This design comes from an exercise in tuning for small area on the open sky130 flow, not from production work.
The RTL was checked by simulation tests, not by an equivalence proof against the original design.
Power figures rest on the tool's default switching activity, not on a simulated workload. The flow treats the clock pin as an ideal source, which a real chip does not have.

Setup of v57:
==> flow/design.v (excerpt) <==
module reg_file_mp
#(
  parameter int DATA_W = reg_file_pkg::DATA_W_DEF,
  parameter int ADDR_W = reg_file_pkg::ADDR_W_DEF,
  parameter int NUM_RD = 2,
  parameter bit BYPASS = 1'b1
) (
  input  logic                     clk,
  input  logic                     rst_n,
  input  logic [NUM_RD*ADDR_W-1:0] rd_addr,
  output logic [NUM_RD*DATA_W-1:0] rd_data,
  output logic [NUM_RD-1:0]        rd_busy,
  output logic                     hazard,
  input  logic                     wr_en,
  input  logic [ADDR_W-1:0]        wr_addr,
  input  logic [DATA_W-1:0]        wr_data,
  input  logic                     iss_en,
  input  logic [ADDR_W-1:0]        iss_addr,
  output logic [ADDR_W:0]          pend_cnt
);
  localparam int DEPTH = 2**ADDR_W;
  localparam int NRD   = (NUM_RD < reg_file_pkg::NUM_RD_MAX) ? NUM_RD : reg_file_pkg::NUM_RD_MAX;
  logic [DEPTH-1:0]  w_pend;
  logic [DEPTH-1:0]  w_wr_hit;
  logic [DEPTH-1:0]  w_iss_hit;
  logic [DATA_W-1:0] w_wdata;
  logic [DEPTH-1:0]  w_bits [DATA_W];
  for (genvar gi = 0; gi < DEPTH; gi++) begin : g_dec
    assign w_wr_hit[gi]  = wr_en  && (wr_addr  == ADDR_W'(gi));
    assign w_iss_hit[gi] = rst_n && iss_en && (iss_addr == ADDR_W'(gi));
  end
  logic [DEPTH-1:0]  w_keep;
  logic [DEPTH-1:0]  w_wen;
  assign w_keep = {DEPTH{rst_n}} & ~w_wr_hit;
  assign w_wen  = ~w_keep;
  assign w_wdata = wr_data & {DATA_W{rst_n}};
  for (genvar gi = 1; gi < DEPTH; gi++) begin : g_mem
    logic [DATA_W-1:0] r_q;
    always_ff @(posedge clk) begin
      if (w_wen[gi]) r_q <= w_wdata;
    end
    for (genvar gb = 0; gb < DATA_W; gb++) begin : g_t
      assign w_bits[gb][gi] = r_q[gb];
    end
  end
  for (genvar gb = 0; gb < DATA_W; gb++) begin : g_z
    assign w_bits[gb][0] = 1'b0;
  end
  reg_scoreboard #(
    .ADDR_W (ADDR_W)
  ) u_sb (
    .clk        (clk),
  ...
Settings: LEC_CHECK=0, CAP_MARGIN=20, CORE_MARGIN=2, CORE_UTILIZATION=65, CTS_BUF_LIST=sky130_fd_sc_hd__clkbuf_16, CTS_CLUSTER_DIAMETER=90, CTS_CLUSTER_SIZE=30, PLACE_DENSITY=0.9, SETUP_SLACK_MARGIN=0.3, SLEW_MARGIN=20, SYNTH_HIERARCHICAL=1; clock period 6.0 ns.
standard.sh (not shown) runs the stock make flow with config.mk's settings and CLKGATE_MAP_FILE= SYNTH_SCRIPT=/design/flow/synth_recipe.tcl, a recipe that flattens the netlist after the stock synthesis.
==> flow/flow/run.sh <==
#!/bin/bash
# Standard layout (the standard.sh: the standard synthesis, then ORFS
# floorplan to finish) with two changes:
#  - the port buffers are buf_2 cells instead of the slow clkdlybuf4s50_1
#    that buffer_ports picks by default;
#  - clock tree synthesis clusters up to 30 flip-flops within 90 um per
#    clkbuf_16 and adds no dummy loads.
# All tool output goes to standard.log here and to the ORFS logs under orfs/.
set -euo pipefail
bash standard.sh \
  "BUFFER_PORTS_ARGS=-buffer_cell sky130_fd_sc_hd__buf_2" \
  "CTS_ARGS=-sink_clustering_enable -repair_clock_nets -sink_clustering_size 30 -sink_clustering_max_diameter 90 -buf_list sky130_fd_sc_hd__clkbuf_16 -dont_use_dummy_load" \
  finish > standard.log 2>&1
The following lists how v41 was set up differently from v57:
Settings: removing PLACE_DENSITY (formerly 0.9); changing CTS_CLUSTER_DIAMETER from 90 to 60; changing SLEW_MARGIN from 20 to 5; changing CAP_MARGIN from 20 to 5.
-- flow/flow/run.sh --
<<< v57, line 6
#  - clock tree synthesis clusters up to 30 flip-flops within 90 um per
>>> v41, line 6
#  - clock tree synthesis clusters up to 30 flip-flops within 60 um per
<<< v57, line 12
  "CTS_ARGS=-sink_clustering_enable -repair_clock_nets -sink_clustering_size 30 -sink_clustering_max_diameter 90 -buf_list sky130_fd_sc_hd__clkbuf_16 -dont_use_dummy_load" \
>>> v41, line 12
  "CTS_ARGS=-sink_clustering_enable -repair_clock_nets -sink_clustering_size 30 -sink_clustering_max_diameter 60 -buf_list sky130_fd_sc_hd__clkbuf_16 -dont_use_dummy_load" \
## What came out
- v41 reached the end of the flow, and the finished layout is clean on the timing, DRC and antenna checks.
- From v57 to v41 the numbers moved as follows: total power now larger, sequential logic power went down.
- In the metrics for v41 and v57, the one carrying the higher post-layout net count is v41.
- Power share of the combinational group was lower in the run labelled v41.
- The antenna diode count of v41 exceeds that of v57 by 3.
- Lower final period utilization was reported by v41, not v57.
- v41 ended up with rd_data[31] as its capturing element of the worst setup path; v57 ended up with rd_data[28].
- sky130_fd_sc_hd__or3_1 as the library cell contributing the largest single delay on the critical path was reported by v57, and sky130_fd_sc_hd__nand4_1 by v41.
- The number of antenna violations at the first check in global routing reported for v41 is greater than that of v57 by 4.
- The run showing the greater share of layout cells above drive strength 1 is v41.
- Re power share of the sequential group: v41 is 2.3 points down on v57.
- Delta (v41 minus v57): instance count after placement with tap cells included about even, number of fill cells went up.
diff inputs: v41 => v9
Settings: PLACE_DENSITY newly set to 0.9; CTS_CLUSTER_DIAMETER changed from 60 to 90; CORE_UTILIZATION changed from 65 to 55; SLEW_MARGIN changed from 5 to 20; CAP_MARGIN changed from 5 to 20.
-- flow/flow/run.sh --
<<< v41, line 6
#  - clock tree synthesis clusters up to 30 flip-flops within 60 um per
>>> v9, line 6
#  - clock tree synthesis clusters up to 30 flip-flops within 90 um per
<<< v41, line 12
  "CTS_ARGS=-sink_clustering_enable -repair_clock_nets -sink_clustering_size 30 -sink_clustering_max_diameter 60 -buf_list sky130_fd_sc_hd__clkbuf_16 -dont_use_dummy_load" \
>>> v9, line 12
  "CTS_ARGS=-sink_clustering_enable -repair_clock_nets -sink_clustering_size 30 -sink_clustering_max_diameter 90 -buf_list sky130_fd_sc_hd__clkbuf_16 -dont_use_dummy_load" \
--- outcome ---
- Delta (v9 minus v41): combinational power moved up, number of well-tap cells placed moved up, post-route fraction of the period consumed by the critical path closely matched the old numbers, final cell area excluding filler cells has remained practically unchanged.
Changes in v52 relative to v9:
Settings: CTS_CLUSTER_DIAMETER changed from 90 to 60; SLEW_MARGIN changed from 20 to 5; CAP_MARGIN changed from 20 to 5; CORE_UTILIZATION changed from 55 to 65.
-- flow/flow/run.sh --
<<< v9, line 6
#  - clock tree synthesis clusters up to 30 flip-flops within 90 um per
>>> v52, line 6
#  - clock tree synthesis clusters up to 30 flip-flops within 60 um per
<<< v9, line 12
  "CTS_ARGS=-sink_clustering_enable -repair_clock_nets -sink_clustering_size 30 -sink_clustering_max_diameter 90 -buf_list sky130_fd_sc_hd__clkbuf_16 -dont_use_dummy_load" \
>>> v52, line 12
  "CTS_ARGS=-sink_clustering_enable -repair_clock_nets -sink_clustering_size 30 -sink_clustering_max_diameter 60 -buf_list sky130_fd_sc_hd__clkbuf_16 -dont_use_dummy_load" \
==> comparison <==
- On number of nets in the layout, v9 and v52 are basically level.
- Summary of v52 over v9: final cell count without fillers down 166, total wire length down 0.55%, design area flat, via count of the first global-routing pass flat.
- Looking at final setup slack of the worst path, v52 sits 190 ps lower than v9 does.
- Of the two values seen for timing endpoint of the critical path, rd_data[26] was produced by v9 and rd_data[58] by v52.
Input-level comparison between v7 and v52:
Settings: PLACE_DENSITY no longer set, was 0.9; SETUP_SLACK_MARGIN now 0.5, was 0.3.
Findings:
- Comparing v7 with v52, the sequential power came out essentially unchanged.
- Delta (v7 minus v52): antenna diode instance count climbed 2; met3 track demand over resource dropped 0.93 points.
- v7 gives more slew of the pin with the lowest slew margin than v52 did.
- [v7] total design power rose 2.6% relative to v52
- Going from v52 to v7, global-route total usage across every layer now sits higher; worst setup slack now sits higher; clock-buffer cell count now sits higher.
- Re max-slew violation total from the final report: no difference whatsoever between v7 and v52.

-- port drivers added, routing unchanged --
Ports are ideal in the flow. The routed layouts listed here were re-timed in OpenROAD.
Step 1 sets driving cells, clkbuf_16 on the clock port and buf_2 on the other inputs (assumed; they add their load-dependent delay and slew).
Step 2 moves the port delays by t, midway between the first and last clock arrival at a register: inputs arrive t later, outputs are due t later. That takes back most of the time a late clock gives input paths.
Three values: no drivers, after step 1, after step 2; two values: the first two.
run | shift t [ns] | setup WS [ns] | clock arrival spread, ns | worst slew at a driven data input, ns
v57 | 0.675 | 0.283 / 0.264 / 0.264 | 0.117 / 0.117 | 0.12
v41 | 0.703 | 0.340 / 0.319 / 0.319 | 0.096 / 0.095 | 0.05
v9 | 0.704 | 0.338 / 0.309 / 0.309 | 0.098 / 0.099 | 0.05
v52 | 0.704 | 0.149 / 0.127 / 0.127 | 0.114 / 0.114 | 0.12
v7 | 0.715 | 0.387 / 0.360 / 0.360 | 0.079 / 0.078 | 0.13
After both steps setup and hold are still met in every run listed. The setup slack of v9, which loses most, moves by -0.029 ns with the drivers and by -0.029 ns with both steps.
